This is an optimization exercise on Yosys and OpenROAD, whose aim is small area, a short achievable clock period and few clock cycles, not a production implementation.
In this exercise RTL edits were held to simulation tests only and were not proved equivalent to the original.
Power is estimated from default activity; no workload was simulated.

## constraint.sdc

```tcl
create_clock -name core_clock -period 7.0 [get_ports {clk_i}]
set_input_delay 1.4000 -clock core_clock [delete_from_list [all_inputs] [get_ports {clk_i}]]
set_output_delay 1.4000 -clock core_clock [all_outputs]
set_load 0.01 [all_outputs]
```

## run.sh

```bash
#!/bin/bash
# synth_recipe.tcl (not shown) runs the flow's synth.tcl, then flattens the netlist and writes it again
# the make line also repeats each setting of config.mk as NAME=value (left out here)
make -C /OpenROAD-flow-scripts/flow DESIGN_CONFIG=/design/flow/config.mk WORK_HOME=/design/flow/orfs CLKGATE_MAP_FILE= SYNTH_SCRIPT=/design/flow/synth_recipe.tcl finish
```

## design.v

```verilog
package lane_isa_pkg;
  typedef enum logic [2:0] {
    VOP_ADD,
    VOP_SUB,
    VOP_AND,
    VOP_OR,
    VOP_XOR,
    VOP_STORE
  } vop_e;
  typedef logic [$clog2(8)-1:0] vreg_t;
  typedef logic [$clog2(8)-1:0]    velem_t;
  typedef logic [$clog2(8):0]      vlen_t;
  typedef logic [3:0]                        vid_t;   
  typedef logic [32-1:0]             elem_t;
  typedef struct packed {
    vop_e  op;
    vreg_t vd;
    vreg_t vs1;
    vreg_t vs2;
    vlen_t vl;
    vid_t  id;
  } vinsn_t;
  typedef logic [$clog2(8 * 8 / 2)-1:0] vaddr_t;
  typedef enum logic {
    OPQ_A,
    OPQ_B
  } opqueue_e;
  typedef struct packed {
    logic     we;
    vaddr_t   addr;
    elem_t    wdata;
    opqueue_e tgt;
  } vrf_req_t;
  typedef struct packed {
    vreg_t  vreg;
    velem_t idx;
    elem_t  data;
  } ldu_wr_t;
  typedef struct packed {
    vop_e  op;
    vlen_t vl;
  } alu_cmd_t;
  localparam int unsigned VidW    = 4;
  localparam int unsigned VinsnW  = 3 + 3 * $clog2(8) + $clog2(8) + 1 + VidW;
  localparam int unsigned VaddrW  = $clog2(8 * 8 / 2);
  localparam int unsigned VrfReqW = 1 + VaddrW + 32 + 1;
  localparam int unsigned LduWrW  = $clog2(8) + $clog2(8) + 32;
endpackage
`timescale 1ns/1ps
module stream_buffer #(
  parameter int unsigned Depth = 2
) (
  input  logic                                   clk_i,
  input  logic                                   rst_ni,
  input  logic [8-1:0][32-1:0] data_i,
  input  logic [$clog2(8)-1:0]         last_i,    
  input  logic                                   push_i,
  output logic                                   full_o,
  output logic                                   full_next_o,
  output logic [32-1:0]                  data_o,
  output logic                                   valid_o,
  input  logic                                   ready_i
);
  localparam int unsigned PtrW = (Depth > 1) ? $clog2(Depth) : 1;
  localparam int unsigned CntW = $clog2(Depth + 1);
  localparam int unsigned IdxW = $clog2(8);
  logic [8-1:0][32-1:0] mem_q [Depth];
  logic [IdxW-1:0]   last_q [Depth];
  logic [PtrW-1:0]   wr_ptr_q, rd_ptr_q;
  logic [CntW-1:0]   count_q, count_d;
  logic [IdxW-1:0]   idx_q;
  logic              o_valid_q;
  logic [32-1:0] o_data_q;
  logic              pop, load, free, bypass, keep;
  logic              head_last_q, head_last_d;
  logic [PtrW-1:0]   rd_ptr_d;
  logic [IdxW-1:0]   idx_d, head_last_idx;
  assign pop         = o_valid_q && ready_i;
  assign load        = (!o_valid_q || pop) && (count_q != '0);
  assign free        = load && head_last_q;
  assign bypass      = push_i && (!o_valid_q || pop) && (count_q == '0);
  assign keep        = push_i && !(bypass && (last_i == '0));
  assign count_d     = count_q + CntW'(keep) - CntW'(free);
  assign full_o      = (count_q == CntW'(Depth));
  assign full_next_o = (keep && !free) ? (count_q == CntW'(Depth - 1)) :
                       (!keep && free) ? 1'b0 : full_o;
  assign rd_ptr_d = !free ? rd_ptr_q : (rd_ptr_q == PtrW'(Depth - 1)) ? '0 : rd_ptr_q + 1'b1;
  assign idx_d    = load ? (free ? '0 : idx_q + 1'b1) : ((keep && bypass) ? IdxW'(1) : idx_q);
  assign head_last_idx = (keep && (wr_ptr_q == rd_ptr_d)) ? last_i : last_q[rd_ptr_d];
  assign head_last_d   = (idx_d == head_last_idx);
  assign data_o      = o_data_q;
  assign valid_o     = o_valid_q;
  always_ff @(posedge clk_i) begin
    if (keep) begin
      mem_q[wr_ptr_q]  <= data_i;
      last_q[wr_ptr_q] <= last_i;
    end
    o_data_q <= ({32{load}} & mem_q[rd_ptr_q][idx_q]) |
                ({32{bypass}} & data_i[0]) |
                ({32{!load && !bypass}} & o_data_q);
  end
  always_ff @(posedge clk_i or negedge rst_ni) begin
    if (!rst_ni) begin
      wr_ptr_q  <= '0;
      rd_ptr_q  <= '0;
      count_q   <= '0;
      idx_q     <= '0;
      head_last_q <= 1'b0;
      o_valid_q <= 1'b0;
    end else begin
      if (keep) wr_ptr_q <= (wr_ptr_q == PtrW'(Depth - 1)) ? '0 : wr_ptr_q + 1'b1;
      rd_ptr_q    <= rd_ptr_d;
      idx_q       <= idx_d;
      head_last_q <= head_last_d;
      count_q <= count_d;
      if (load || bypass) o_valid_q <= 1'b1;
      else if (pop)       o_valid_q <= 1'b0;
    end
  end
endmodule
`timescale 1ns/1ps
module vector_regfile (
  input  logic                                        clk_i,
  input  logic [8-1:0]                   row_en_i,
  input  logic [8-1:0]                      col_en_i,
  input  logic [8-1:0][32-1:0]      wdata_i,
  input  logic [8-1:0][8-1:0]  ra_sel_i,
  input  logic [8-1:0][8-1:0]  rb_sel_i,
  output logic [8-1:0][32-1:0]      ra_o,
  output logic [8-1:0][32-1:0]      rb_o
);
  logic [8*8*32-1:0] q;
  for (genvar i = 0; i < 8; i++) begin : gen_elem
    for (genvar r = 0; r < 8; r++) begin : gen_reg
      always_ff @(posedge clk_i) begin
        if (row_en_i[r] && col_en_i[i]) q[(r*8+i)*32 +: 32] <= wdata_i[i];
      end
    end
    always_comb begin
      ra_o[i] = '0;
      rb_o[i] = '0;
      for (int r = 0; r < 8; r++) begin
        ra_o[i] = ra_o[i] | ({32{ra_sel_i[i][r]}} & q[(r*8+i)*32 +: 32]);
        rb_o[i] = rb_o[i] | ({32{rb_sel_i[i][r]}} & q[(r*8+i)*32 +: 32]);
      end
    end
  end
endmodule
`timescale 1ns/1ps
module vector_alu_pg (
  input  lane_isa_pkg::elem_t opa_i,
  input  lane_isa_pkg::elem_t opb_i,
  input  logic                sub_i,
  output lane_isa_pkg::elem_t p_o,
  output lane_isa_pkg::elem_t g_o,     
  output logic [32/4-1:0] gg_o,  
  output logic [32/4-1:0] gp_o   
);
  localparam int unsigned W = 32;
  lane_isa_pkg::elem_t b;
  assign b   = opb_i ^ {W{sub_i}};
  assign p_o = opa_i ^ b;
  assign g_o = {opa_i[W-1:1] & b[W-1:1], (opa_i[0] & b[0]) | (p_o[0] & sub_i)};
  for (genvar j = 0; j < W / 4; j++) begin : gen_group
    assign gg_o[j] = g_o[4*j+3] | (p_o[4*j+3] & g_o[4*j+2]) |
                     (p_o[4*j+3] & p_o[4*j+2] & g_o[4*j+1]) |
                     (p_o[4*j+3] & p_o[4*j+2] & p_o[4*j+1] & g_o[4*j]);
    assign gp_o[j] = &p_o[4*j +: 4];
  end
endmodule
module vector_alu (
  input  lane_isa_pkg::elem_t     p_i,
  input  lane_isa_pkg::elem_t     g_i,
  input  logic [32/4-1:0] gg_i,
  input  logic [32/4-1:0] gp_i,
  input  logic                    cin_i,
  input  lane_isa_pkg::elem_t     ldata_i,
  input  logic                    f_arith_i,
  input  logic                    f_and_i,
  input  logic                    f_or_i,
  input  logic                    f_xor_i,
  input  logic                    f_ld_i,
  output lane_isa_pkg::elem_t     res_o
);
  localparam int unsigned W  = 32;
  localparam int unsigned NG = W / 4;
  localparam int unsigned L  = $clog2(NG);
  logic [L:0][NG-1:0] cg, cp;
  logic [NG-1:0]      gc;      
  logic [W-1:0]       c, sum;
  assign cg[0] = gg_i;
  assign cp[0] = gp_i;
  for (genvar l = 0; l < L; l++) begin : gen_level
    for (genvar j = 0; j < NG; j++) begin : gen_grp
      if (((j >> l) & 1) == 1) begin : gen_node
        localparam int unsigned J = ((j >> l) << l) - 1;
        assign cg[l+1][j] = cg[l][j] | (cp[l][j] & cg[l][J]);
        assign cp[l+1][j] = cp[l][j] & cp[l][J];
      end else begin : gen_pass
        assign cg[l+1][j] = cg[l][j];
        assign cp[l+1][j] = cp[l][j];
      end
    end
  end
  assign gc = {cg[L][NG-2:0], 1'b0};
  for (genvar j = 0; j < NG; j++) begin : gen_carry
    assign c[4*j]   = (j == 0) ? cin_i : gc[j];
    assign c[4*j+1] = g_i[4*j] | (p_i[4*j] & gc[j]);
    assign c[4*j+2] = g_i[4*j+1] | (p_i[4*j+1] & g_i[4*j]) | (p_i[4*j+1] & p_i[4*j] & gc[j]);
    assign c[4*j+3] = g_i[4*j+2] | (p_i[4*j+2] & g_i[4*j+1]) | (p_i[4*j+2] & p_i[4*j+1] & g_i[4*j]) |
                      (p_i[4*j+2] & p_i[4*j+1] & p_i[4*j] & gc[j]);
  end
  assign sum = p_i ^ c;
  assign res_o = ({W{f_arith_i}} & sum) |
                 ({W{f_and_i}}   & g_i) |
                 ({W{f_or_i}}    & (p_i | g_i)) |
                 ({W{f_xor_i}}   & p_i) |
                 ({W{f_ld_i}}    & ldata_i);
endmodule
`timescale 1ns/1ps
`timescale 1ns/1ps
`timescale 1ns/1ps
module lane (
  input  logic    clk_i,
  input  logic    rst_ni,
  input  logic [lane_isa_pkg::VinsnW-1:0]  insn_i,
  input  logic    insn_valid_i,
  output logic    insn_ready_o,
  input  logic [lane_isa_pkg::LduWrW-1:0] ldu_wr_i,
  input  logic    ldu_valid_i,
  output logic    ldu_ready_o,
  output logic [32-1:0]     stu_operand_o,
  output logic    stu_valid_o,
  input  logic    stu_ready_i,
  output logic    done_o,
  output logic [lane_isa_pkg::VidW-1:0]    done_id_o
);
  localparam int unsigned NrRegs = 8;
  localparam int unsigned VlMax  = 8;
  localparam int unsigned W      = 32;
  localparam int unsigned IdxW   = $clog2(8);
  localparam int unsigned NrF    = 2;
  localparam int unsigned ItemW  = 1 + lane_isa_pkg::LduWrW;
  localparam int unsigned CntW   = $clog2(NrF + 3);
  typedef logic [ItemW-1:0] item_t;
  logic  free1_q, free2_q;    
  logic  ld_acc, in_acc;
  logic  done_q;
  lane_isa_pkg::vid_t done_id_q;
  assign insn_ready_o = free1_q;
  assign ldu_ready_o  = free2_q;
  assign ld_acc       = ldu_valid_i && free2_q;
  assign in_acc       = insn_valid_i && free1_q;
  assign done_o    = done_q;
  assign done_id_o = done_id_q;
  always_ff @(posedge clk_i or negedge rst_ni) begin
    if (!rst_ni) done_q <= 1'b0;
    else         done_q <= in_acc;
  end
  always_ff @(posedge clk_i) begin
    if (in_acc) done_id_q <= insn_i[lane_isa_pkg::VidW-1:0];
  end
  logic [NrF-1:0] f_valid_q;
  item_t          f_item_q [NrF];
  item_t          strm [NrF+2];
  logic [NrF+1:0] strm_v;
  logic [CntW-1:0] f_cnt_q, cnt_d;
  logic           r_adv, take;
  item_t          r_src;
  logic           r_src_v;
  always_comb begin
    item_t inc0, inc1;
    inc0 = ld_acc ? {1'b1, ldu_wr_i} : {1'b0, (lane_isa_pkg::LduWrW - lane_isa_pkg::VinsnW)'(0), insn_i};
    inc1 = {1'b0, (lane_isa_pkg::LduWrW - lane_isa_pkg::VinsnW)'(0), insn_i};
    for (int k = 0; k < NrF + 2; k++) begin
      if (k < NrF && f_valid_q[k]) begin
        strm[k]   = f_item_q[k];
        strm_v[k] = 1'b1;
      end else if (CntW'(k) == f_cnt_q) begin
        strm[k]   = inc0;
        strm_v[k] = ld_acc || in_acc;
      end else begin
        strm[k]   = inc1;
        strm_v[k] = (CntW'(k) == f_cnt_q + 1'b1) && ld_acc && in_acc;
      end
    end
  end
  assign r_src   = strm[0];
  assign r_src_v = strm_v[0];
  assign take    = r_adv && r_src_v;
  assign cnt_d   = f_cnt_q + CntW'(ld_acc) + CntW'(in_acc) - CntW'(take);
  always_ff @(posedge clk_i or negedge rst_ni) begin
    if (!rst_ni) begin
      f_valid_q <= '0;
      f_cnt_q   <= '0;
      free1_q   <= 1'b0;
      free2_q   <= 1'b0;
    end else begin
      for (int k = 0; k < NrF; k++) f_valid_q[k] <= take ? strm_v[k+1] : strm_v[k];
      f_cnt_q <= cnt_d;
      free1_q <= (cnt_d <= CntW'(NrF - 1));
      free2_q <= (cnt_d <= CntW'(NrF - 2));
    end
  end
  always_ff @(posedge clk_i) begin
    for (int k = 0; k < NrF; k++) f_item_q[k] <= take ? strm[k+1] : strm[k];
  end
  typedef struct packed {
    logic                 valid;
    logic                 alu;
    logic                 store;
    logic                 load;
    logic                 sub;
    logic                 arith;
    logic                 f_and;
    logic                 f_or;
    logic                 f_xor;
    logic [NrRegs-1:0]    vd;      
    logic [NrRegs-1:0]    vs1;     
    logic [NrRegs-1:0]    vs2;     
    logic [VlMax-1:0]     mask;    
    logic [IdxW-1:0]      last;    
    logic [NrRegs-1:0]    ldreg;   
    logic [VlMax-1:0]     ldidx;   
    lane_isa_pkg::elem_t  lddata;
  } ritem_t;
  ritem_t dec, r_q, rn;
  always_comb begin
    logic [2:0] op;
    logic       is_ld;
    lane_isa_pkg::vlen_t vl;
    is_ld      = r_src[ItemW-1];
    op         = r_src[19:17];
    vl         = r_src[7:4];
    dec        = '0;
    dec.valid  = r_src_v;
    dec.alu    = r_src_v && !is_ld && (op != 3'd5);
    dec.store  = r_src_v && !is_ld && (op == 3'd5);
    dec.load   = r_src_v && is_ld;
    dec.sub    = dec.alu && (op == 3'd1);
    dec.arith  = dec.alu && ((op == 3'd0) || (op == 3'd1));
    dec.f_and  = dec.alu && (op == 3'd2);
    dec.f_or   = dec.alu && (op == 3'd3);
    dec.f_xor  = dec.alu && (op == 3'd4);
    for (int r = 0; r < NrRegs; r++) begin
      dec.vd[r]    = dec.alu && (r_src[16:14] == 3'(r));
      dec.vs1[r]   = dec.alu && (r_src[13:11] == 3'(r));
      dec.vs2[r]   = (dec.alu || dec.store) && (r_src[10:8] == 3'(r));
      dec.ldreg[r] = dec.load && (r_src[37:35] == 3'(r));
    end
    for (int i = 0; i < VlMax; i++) begin
      dec.mask[i]  = (vl > 4'(i));
      dec.ldidx[i] = (r_src[34:32] == 3'(i));
    end
    dec.last   = IdxW'(vl - 1'b1);
    dec.lddata = r_src[31:0];
  end
  assign rn = r_adv ? dec : r_q;
  always_ff @(posedge clk_i or negedge rst_ni) begin
    if (!rst_ni) begin
      r_q.valid <= 1'b0;
      r_q.alu   <= 1'b0;
      r_q.store <= 1'b0;
      r_q.load  <= 1'b0;
    end else begin
      r_q.valid <= rn.valid;
      r_q.alu   <= rn.alu;
      r_q.store <= rn.store;
      r_q.load  <= rn.load;
    end
  end
  always_ff @(posedge clk_i) begin
    r_q.sub    <= rn.sub;
    r_q.arith  <= rn.arith;
    r_q.f_and  <= rn.f_and;
    r_q.f_or   <= rn.f_or;
    r_q.f_xor  <= rn.f_xor;
    r_q.vd     <= rn.vd;
    r_q.vs1    <= rn.vs1;
    r_q.vs2    <= rn.vs2;
    r_q.mask   <= rn.mask;
    r_q.last   <= rn.last;
    r_q.ldreg  <= rn.ldreg;
    r_q.ldidx  <= rn.ldidx;
    r_q.lddata <= rn.lddata;
  end
  logic                 p_valid_q, p_go_q;
  logic [NrRegs-1:0]    p_vs2_q;
  logic [VlMax-1:0]     p_mask_q;
  logic [IdxW-1:0]      p_last_q;
  logic                 sb_full, sb_full_next, sb_push;
  logic [IdxW-1:0]      sb_last;
  logic [NrRegs-1:0]    e_wr_q;
  logic                 hz, go_alu, go_ld, st_direct, p_take, r_go, p_valid_d;
  logic hz_q, lk_q, hz_d, lk_d;
  logic [NrRegs-1:0] p_vs2_d;
  assign hz = hz_q;
  assign go_alu    = r_q.alu && !hz && !p_go_q && !(lk_q && p_valid_q);
  assign go_ld     = r_q.load && (p_go_q || !(lk_q && p_valid_q));
  assign st_direct = r_q.store && !p_valid_q && !sb_full && !hz;
  assign p_take    = r_q.store && (p_go_q || (!p_valid_q && (sb_full || hz)));
  assign r_go      = go_alu || go_ld || st_direct || p_take;
  assign r_adv     = !r_q.valid || r_go;
  assign sb_push   = p_go_q || st_direct;
  assign sb_last   = p_go_q ? p_last_q : r_q.last;
  assign p_valid_d = p_take || (p_valid_q && !p_go_q);
  assign p_vs2_d = p_take ? r_q.vs2 : p_vs2_q;
  assign hz_d    = (go_alu || go_ld) && |((dec.vs1 | dec.vs2) & (r_q.vd | r_q.ldreg));
  assign lk_d    = |((rn.vd | rn.ldreg) & p_vs2_d);
  always_ff @(posedge clk_i or negedge rst_ni) begin
    if (!rst_ni) begin
      hz_q <= 1'b0;
      lk_q <= 1'b0;
    end else begin
      hz_q <= hz_d;
      lk_q <= lk_d;
    end
  end
  always_ff @(posedge clk_i or negedge rst_ni) begin
    if (!rst_ni) begin
      p_valid_q <= 1'b0;
      p_go_q    <= 1'b0;
    end else begin
      p_valid_q <= p_valid_d;
      p_go_q    <= p_valid_d && !sb_full_next;
    end
  end
  always_ff @(posedge clk_i) begin
    if (p_take) begin
      p_vs2_q  <= r_q.vs2;
      p_mask_q <= r_q.mask;
      p_last_q <= r_q.last;
    end
  end
  logic [VlMax-1:0][NrRegs-1:0] a_sel_q, b_sel_q;
  always_ff @(posedge clk_i) begin
    for (int i = 0; i < VlMax; i++) begin
      a_sel_q[i] <= rn.vs1 & {NrRegs{rn.mask[i]}};
      if (p_valid_d && !sb_full_next) begin
        b_sel_q[i] <= p_take ? (r_q.vs2 & {NrRegs{r_q.mask[i]}})
                             : (p_vs2_q & {NrRegs{p_mask_q[i]}});
      end else begin
        b_sel_q[i] <= rn.vs2 & {NrRegs{rn.mask[i]}};
      end
    end
  end
  logic [VlMax-1:0][W-1:0] opa, opb, pg_p, pg_g, wdata;
  logic [VlMax-1:0][W/4-1:0] pg_gg, pg_gp;
  logic [VlMax-1:0]        e_col_q;
  logic [VlMax-1:0][W-1:0] e_p_q, e_g_q;
  logic [VlMax-1:0][W/4-1:0] e_gg_q, e_gp_q;
  logic                    e_cin_q, e_arith_q, e_and_q, e_or_q, e_xor_q, e_ld_q;
  lane_isa_pkg::elem_t     e_lddata_q;
  always_ff @(posedge clk_i or negedge rst_ni) begin
    if (!rst_ni) e_wr_q <= '0;
    else         e_wr_q <= go_alu ? r_q.vd : (go_ld ? r_q.ldreg : '0);
  end
  always_ff @(posedge clk_i) begin
    e_col_q    <= r_q.load ? r_q.ldidx : r_q.mask;
    e_p_q      <= pg_p;
    e_g_q      <= pg_g;
    e_gg_q     <= pg_gg;
    e_gp_q     <= pg_gp;
    e_cin_q    <= r_q.sub;
    e_arith_q  <= r_q.arith;
    e_and_q    <= r_q.f_and;
    e_or_q     <= r_q.f_or;
    e_xor_q    <= r_q.f_xor;
    e_ld_q     <= r_q.load;
    e_lddata_q <= r_q.lddata;
  end
  vector_regfile vector_regfile_inst (
    .clk_i   (clk_i),
    .row_en_i(e_wr_q),
    .col_en_i(e_col_q),
    .wdata_i (wdata),
    .ra_sel_i(a_sel_q),
    .rb_sel_i(b_sel_q),
    .ra_o    (opa),
    .rb_o    (opb)
  );
  for (genvar i = 0; i < VlMax; i++) begin : gen_alu
    vector_alu_pg vector_alu_pg_inst (
      .opa_i(opa[i]),
      .opb_i(opb[i]),
      .sub_i(r_q.sub),
      .p_o  (pg_p[i]),
      .g_o  (pg_g[i]),
      .gg_o (pg_gg[i]),
      .gp_o (pg_gp[i])
    );
    vector_alu vector_alu_inst (
      .p_i      (e_p_q[i]),
      .g_i      (e_g_q[i]),
      .gg_i     (e_gg_q[i]),
      .gp_i     (e_gp_q[i]),
      .cin_i    (e_cin_q),
      .ldata_i  (e_lddata_q),
      .f_arith_i(e_arith_q),
      .f_and_i  (e_and_q),
      .f_or_i   (e_or_q),
      .f_xor_i  (e_xor_q),
      .f_ld_i   (e_ld_q),
      .res_o    (wdata[i])
    );
  end
  stream_buffer #(.Depth(2)) store_buffer_inst (
    .clk_i      (clk_i),
    .rst_ni     (rst_ni),
    .data_i     (opb),
    .last_i     (sb_last),
    .push_i     (sb_push),
    .full_o     (sb_full),
    .full_next_o(sb_full_next),
    .data_o     (stu_operand_o),
    .valid_o    (stu_valid_o),
    .ready_i    (stu_ready_i)
  );
endmodule
```

## config.mk

```make
export PLATFORM = sky130hd
export DESIGN_NAME = lane
export DESIGN_NICKNAME = lane
export VERILOG_FILES = /design/flow/design.v
export SDC_FILE = /design/flow/constraint.sdc
export NUM_CORES = 4
export LEC_CHECK = 0
export CAP_MARGIN = 20
export CORE_MARGIN = 2
export CORE_UTILIZATION = 55
export CTS_CLUSTER_DIAMETER = 80
export CTS_CLUSTER_SIZE = 24
export SETUP_SLACK_MARGIN = 4.0
export SLEW_MARGIN = 20
```

==> results.cfg, run 1 <==
[clocking]
cts_buffer_depth = 3
cts-hold-fix-buffers = 0
clkSinkCount = 3610
clk_pin_slew_ns = 0.09
cts_tree = yes
clock_latency_ns = 0.87
cts_buffers = 177
htree_num_levels = 4
cts-root-buf = clkbuf_16

[critical_path]
slowest_delay_ns = 0.69
reg2reg_depth = 8
crit_path_top_delay_cell = buf_4
crit_path_start = b_sel_q[22]$_DFF_P_
critPathKind = reg -> reg
crit_chain = buf_4 > a22oi_1 > nand4_1 > xor2_1 > ha_1 > nor2b_1 > o21ai_0 > nand2b_1
r2r_end = e_gg_q[16]$_DFF_P_
regToRegSetupSlack_ns = 4.00
crit_path_start_kind = flop
crit_arrival_ns = 3.68
timing.rr.start = b_sel_q[22]$_DFF_P_
cp_data_required_time_ns = 7.68
crit_path_end = e_gg_q[16]$_DFF_P_
critPathMaxFanout = 32
endpoint_kind = flop

[logic_synthesis]
synthFlopType = edfxtp_1
syn_area_mm2 = 0.1468
seq_area_frac_synth_pct = 67.25
synthDistinctLibCells = 89
synthArstFlopShare_pct = 0.9141
synth_edf_count = 2629
synthCells = 10350
yosys_warnings = 7
synth_top_area_share_pct = 53.77
synth_area_leaders = edfxtp_1 54%, dfxtp_1 13%, a22oi_1 11%
ys_seq_elements = 3610
syn_avg_cell_area_um2 = 14.19
synth_top_cell_by_area = edfxtp_1
syn-num-nets = 10730

[timing]
setup_tns_ns = 0
drv_slew = 0
hold_violations = 0
fmax_mhz = 333.4
whs_ns = 0.3414
slew_headroom_pct = 14.92
finalCriticalPeriod_ns = 2.999
fin_crit_sh_pct = 42.85
fin_skew_ns = 0.03294
setup_viol = 0
fin_ws_ns = 4.001
worstMarginPinSlew_ns = 1.276
rsz0062_at_grt = yes

[run]
maxCapViolations = 0

[route]
vias = 103800
dr.pass1.iters = 10
vias_per_cell = 7.400
ant_nets = 0
wl_um = 537500
routedWlPerCell_um = 38.31
drt-initial-drc-count = 17840
drc = 0

[die]
die_w_um = 520.7
die_area_mm2 = 0.2711
die_h_um = 520.7
core_area_mm2 = 0.2653
core.rowCount = 189
ios = 103
initial_core_util_pct = 55.34

[pwr]
p_per_area_mw_per_mm2 = 231.9
peakVddDrop_v = 0.0003202
total_power_mw = 36.96
leakagePower_nw = 51.06

[cells_and_area]
syn2layout_area_growth_pct = 8.557
nNetsFinal = 10660
drive_gt1_share_pct = 10.60

[global_route]
grt_pass1_wl_um = 737800
grt-ovfl-total = 0
antenna_found_initial = 74
grt_max_degree = 118
grt_pass1_vias = 99550
grtUsageTotal_pct = 38.40

[run_status]
outcome = timing/DRC/antenna clean

[placed_design]
io_buffers = 102
hpwlAfterDp_um = 301400
gp_congestion = 0.9002
pre_cts_ws_ns = 1.799

[hold_path]
min_path_type = reg -> reg
min_from = r_q[84]$_DFFE_PN_
## cells by family after synthesis
kind of cell / after synthesis / synth area share (%)
buf+inv: 824 / 2.183
flops: 3610 / 67.25
fa+ha+maj: 321 / 2.746
simple gates: 1595 / 5.803
mux: 232 / 2.965
xor+xnor: 464 / 2.768
compound gates: 3303 / 16.28
## stage by stage
stage / instances / utilization, % / cell area, µm²
after floorplan: 10350 / - / 147100
after global placement: 13550 / 57.32 / 152100
after detailed placement: 13550 / 57.33 / 152100
after CTS: 13930 / 59.81 / 158700
after global routing: 13970 / 60.02 / 159200
final: 14030 / 60.08 / 159400
## power breakdown
part | switching [mW] | total, mW | internal (mW)
Clock | 6.81 | 12.1 | 5.24
Sequential | 0.505 | 23.3 | 22.8
Combinational | 0.916 | 1.60 | 0.686
## routing by layer
metal	share of wire, %	GRT usage (%)
met1	37	51.38
met2	44	56.68
met3	13	10.33
met4	6.4	22.33
met5	0.066	0
## critical path, delay by kind of cell (launching register included)
kind                     cells  cell delay (ns)
AND/OR/NAND/NOR              3             0.82
buffers and inverters        1             0.69
flip-flops                   1             0.44
adder cells (fa/ha/maj)      1             0.37
AO/OA/AOI/OAI                2             0.35
XOR/XNOR                     1             0.15
## worst min path at each step
stage                                   to  slack [ns]  cells after the start
finish                      e_or_q$_DFF_P_        0.34                      0
global route         e_lddata_q[6]$_DFF_P_        0.36                      0
CTS                 e_lddata_q[23]$_DFF_P_        0.35                      0
detailed placement  e_lddata_q[12]$_DFF_P_        0.33                      0
global placement     e_lddata_q[6]$_DFF_P_        0.32                      0
floorplan                  e_and_q$_DFF_P_        0.32                      0
## Yosys cell counts (all sizes together), types with 59 or more instances
master and instances:
edfxtp 2629, a22oi 2108, dfxtp 948, clkbuf 587, nand4 517, xor2 417, o21ai 393, nand2 358
ha 319, nor2 252, a21oi 204, mux4 160, a222oi 143, buf 120, inv 110, a21o 101
a221oi 95, and2 88, nand3 81, and3 77, a31oi 71, nor2b 70, nand2b 59
## state kept, by name, summed over array words and instances (netlist names), 8 cells and up
name and cells:
p_mask_q 8, e_gp_q 48, p_vs2_q 8, e_g_q 256, e_p_q 256, store_buffer_inst.o_data_q 32
store_buffer_inst.mem_q 512, e_col_q 8, f_item_q 78, vector_regfile_inst.q 2048, r_q 92, e_wr_q 8
e_gg_q 56, e_lddata_q 32, b_sel_q 64, a_sel_q 64
## layout make-up
class                   instances  area, µm²
fillers                     20180     105900
flip-flops and latches       3610      98890
multi-input cells            5918      45650
clock buffers                 292       5134
well taps                    3533       4420
repair buffers                453       4223
inverters                     117      503.0
clock inverters                36      376.6
diodes                         68      170.2
repair inverters                2      32.53
## cells in the final DEF (no fill, tap or decap), types with 71 or more instances in the layout
| cell type | count |
|---|---|
| clkbuf_1 | 99 |
| xor2_1 | 417 |
| nand3_1 | 71 |
| and3_1 | 72 |
| inv_1 | 103 |
| a22oi_1 | 2100 |
| a221oi_1 | 93 |
| a21oi_1 | 201 |
| nand2_1 | 348 |
| buf_4 | 301 |
| a222oi_1 | 143 |
| nand4_1 | 517 |
| mux4_2 | 160 |
| clkbuf_16 | 192 |
| dfxtp_1 | 899 |
| o21ai_0 | 334 |
| and2_2 | 73 |
| ha_1 | 315 |
| nor2_1 | 242 |
| edfxtp_1 | 2629 |
| a21o_1 | 94 |
## timing repair
action	4_1_cts	5_1_grt
setup buffers	43	28
gates cloned	9	3
resized for setup	270	88
setup endpoints to repair	2042	799
pin swaps	19	20
Testbench counts, summed over its fixed seeds: cycles 7,145.
==> inputs of run 2 (changes only) <==
--- a/config.mk
+++ b/config.mk
@@ -10,5 +10,5 @@
 export CORE_UTILIZATION = 55
 export CTS_CLUSTER_DIAMETER = 80
 export CTS_CLUSTER_SIZE = 24
-export SETUP_SLACK_MARGIN = 4.0
+export SETUP_SLACK_MARGIN = 4.3
 export SLEW_MARGIN = 20
==> run 2 against run 1 <==
Still clean. Register-to-register slack better by 0.05 ns. Utilization increased by 1.2 points. Flip-flop and latch count unchanged. Clock power barely moved. Wire length up 1.9%. Combinational power rose by 17%. Via count is 1.3% higher. Critical path type is now in -> reg.
==> results.cfg, run 2 <==
[critical_path]
cp_data_required_time_ns = 7.78
slowest_delay_ns = 0.30
path_common_cell = buf_6
endpoint_kind = flop
reg2reg_depth = 11
regToRegSetupSlack_ns = 4.05
critPathMaxFanout = 12
crit_chain = buf_6 > and2_4 > clkinv_8 > nor2_4 > buf_6 > buf_6 > mux2i_2 > o21a_4 > inv_6 > ha_4 > o211ai_1 > buf_4 > o21ai_4 > o22ai_2
critPathKind = in -> reg
crit_path_top_delay_cell = o21a_4
cp.depth = 14
path_buf_inv = 6
crit_family = compound AO/OA/AOI/OAI gates
crit_arrival_ns = 3.75
crit_path_start_kind = primary input

[route]
drt-initial-drc-count = 17590
wl_um = 547800
dr.pass1.iters = 18
routedWlPerCell_um = 38.64
ant_nets = 0
vias_per_cell = 7.422
vias = 105200
drc = 0

[logic_synthesis]
synthCells = 10350
seq_area_frac_synth_pct = 67.25
synth_top_cell_by_area = edfxtp_1
yosys_warnings = 7
syn_area_mm2 = 0.1468
synthDistinctLibCells = 89
synth.most_common_cell = edfxtp_1
synth_top_area_share_pct = 53.77
syn_avg_cell_area_um2 = 14.19
synth_common_cells = 2,629 x edfxtp_1, 2,100 x a22oi_1, 948 x dfxtp_1
synthArstFlopShare_pct = 0.9141
syn-num-nets = 10730
synth_edf_count = 2629
ys_seq_elements = 3610
synthFlopType = edfxtp_1
synth_area_leaders = edfxtp_1 54%, dfxtp_1 13%, a22oi_1 11%

[timing]
fin_skew_ns = 0.03667
whs_ns = 0.3418
slew_headroom_pct = 15.20
fin_crit_sh_pct = 42.31
drv_slew = 0
hold_violations = 0
fmax_mhz = 337.7
setup_tns_ns = 0
finalCriticalPeriod_ns = 2.962
rsz0062_at_grt = yes
setup_viol = 0
worstMarginPinSlew_ns = 1.272

[placed_design]
io_buffers = 102
hpwlAfterDp_um = 301400
gp_congestion = 0.9002
dpl_cell_area_mm2 = 0.1521

[global_route]
antenna_found_initial = 68
grtUsageTotal_pct = 38.85
grt_pass1_vias = 100500
grt_pass1_wl_um = 745700
grt-ovfl-total = 0
grt_max_degree = 118

[cells_and_area]
layout_commonest_cell = edfxtp_1
largest_reg_flops = 2048
nNetsFinal = 10820
design_area_mm2 = 0.1626
drive_gt1_share_pct = 13.98
syn2layout_area_growth_pct = 10.75
top_regs = vector_regfile_inst.q x2048, store_buffer_inst.mem_q x512
most-common-layout-cells = 2,629 x edfxtp_1, 2,099 x a22oi_1, 887 x dfxtp_1
regMostFlops = vector_regfile_inst.q

[die]
initial_core_util_pct = 55.34
die_h_um = 520.7
die_w_um = 520.7
ios = 103
core.rowCount = 189
core_area_mm2 = 0.2653
die_area_mm2 = 0.2711

[clocking]
clkSinkCount = 3610
htree_num_levels = 4
cts-root-buf = clkbuf_16
cts_buffers = 177
cts_tree = yes
cts_buffer_depth = 3
clock_latency_ns = 0.88
clk_pin_slew_ns = 0.09

[hold_path]
hold_depth = 0
min_path_type = reg -> reg

[pwr]
leakagePower_nw = 52.25
total_power_mw = 37.22
peakVddDrop_v = 0.0003205
p_per_area_mw_per_mm2 = 228.9

[run_status]
outcome = timing/DRC/antenna clean

[run]
maxCapViolations = 0
## run 2: per-layer routing
metal / global-route usage (%) / up-vias / wire length [µm]
li1: - / 42080 / -
met4: 23.71 / 56 / 37830
met2: 56.90 / 8467 / 236900
met1: 51.80 / 52890 / 198600
met5: 0 / - / 371
met3: 10.64 / 1721 / 74130
## run 2: final cells by class
cell class,instances,area (µm²)
Sequential cell,3610,98940
Fill cell,19860,102700
Antenna cell,57,142.6
Multi-Input combinational cell,5922,46970
Tap cell,3533,4420
Inverter,117,538.0
Clock buffer,292,5134
Timing Repair Buffer,606,6060
Clock inverter,36,376.6
Timing Repair inverter,3,41.29
## run 2: timing repair
item	4_1_cts	5_1_grt
gates cloned	23	4
setup buffers	147	67
pin swaps	116	166
setup endpoints to repair	2854	1481
hold buffers	0	0
hold endpoints to repair	0	0
gates resized for setup	607	323
## run 2: through the flow
stage	util [%]	instances	setup slack, ns
CTS	60.56	14050	4.074
floorplan	-	10350	0.9165
global placement	57.32	13550	1.840
global route	61.24	14120	3.982
finish	61.29	14180	4.038
detailed placement	57.33	13550	1.799
## run 2: worst paths after layout
kind                                 startpoint                                   end
max                                 ldu_valid_i                   b_sel_q[23]$_DFF_P_
min                           r_q[84]$_DFFE_PN_                        e_or_q$_DFF_P_
max reg2reg                f_cnt_q[1]$_DFF_PN0_                     free2_q$_DFF_PN0_
min reg2reg                   r_q[84]$_DFFE_PN_                        e_or_q$_DFF_P_
max in group asynchronous                rst_ni  store_buffer_inst.idx_q[0]$_DFF_PN0_
min in group asynchronous                rst_ni                  f_cnt_q[1]$_DFF_PN0_
## run 2: worst reg2reg max path: stages, from the launching register on
cell and delay (ns):
dfrtp_2 0.43, or3_4 0.42, o21a_1 0.21, and2_4 0.17, or2_4 0.24, buf_12 0.14, clkinv_16 0.05, ha_4 0.18
fa_2 0.33, inv_2 0.06, fa_2 0.45, nor3_2 0.18
## run 2: kinds of logic (layout without fill, tap and decap cells)
family          count (synthesis)  in the layout  synth area share [%]
xor+xnor                      464            464                 2.768
fa+ha+maj                     321            321                 2.746
other cells                     0             57                     0
buf+inv                       824           1054                 2.183
simple gates                 1595           1598                 5.803
flops                        3610           3610                 67.25
compound gates               3303           3307                 16.28
mux                           232            232                 2.965
## run 2: report_power, final
group / switching, mW / internal [mW]
combinational: 1.03 / 0.839
sequential: 0.476 / 22.8
clock: 6.83 / 5.24

==> static timing again, ports no longer ideal <==
Ports are ideal in the flow. The routed layouts listed here were re-timed in OpenROAD. Step 1 assumes that a clkbuf_16 drives the clock port and a buf_2 every other input. Step 2 also shifts input and output timing later by t, the mid clock arrival at the registers, as if the neighbouring blocks saw the same clock. Slacks: no drivers / after step 1 / after step 2; pairs: no drivers / after step 1.
run	shift t [ns]	setup slack, ns	worst setup path after step 2	latest minus earliest clock arrival (ns)	worst slew at a driven data input, ns
run 1	0.962	4.001 / 3.925 / 3.143	input to register	0.039 / 0.039	0.07
run 2	0.955	4.038 / 4.031 / 3.144	input to register	0.043 / 0.043	0.07
After both steps every run listed still meets setup and hold. The setup slack of run 2, which loses most, moves by -0.007 ns with the drivers and by -0.894 ns with both steps.
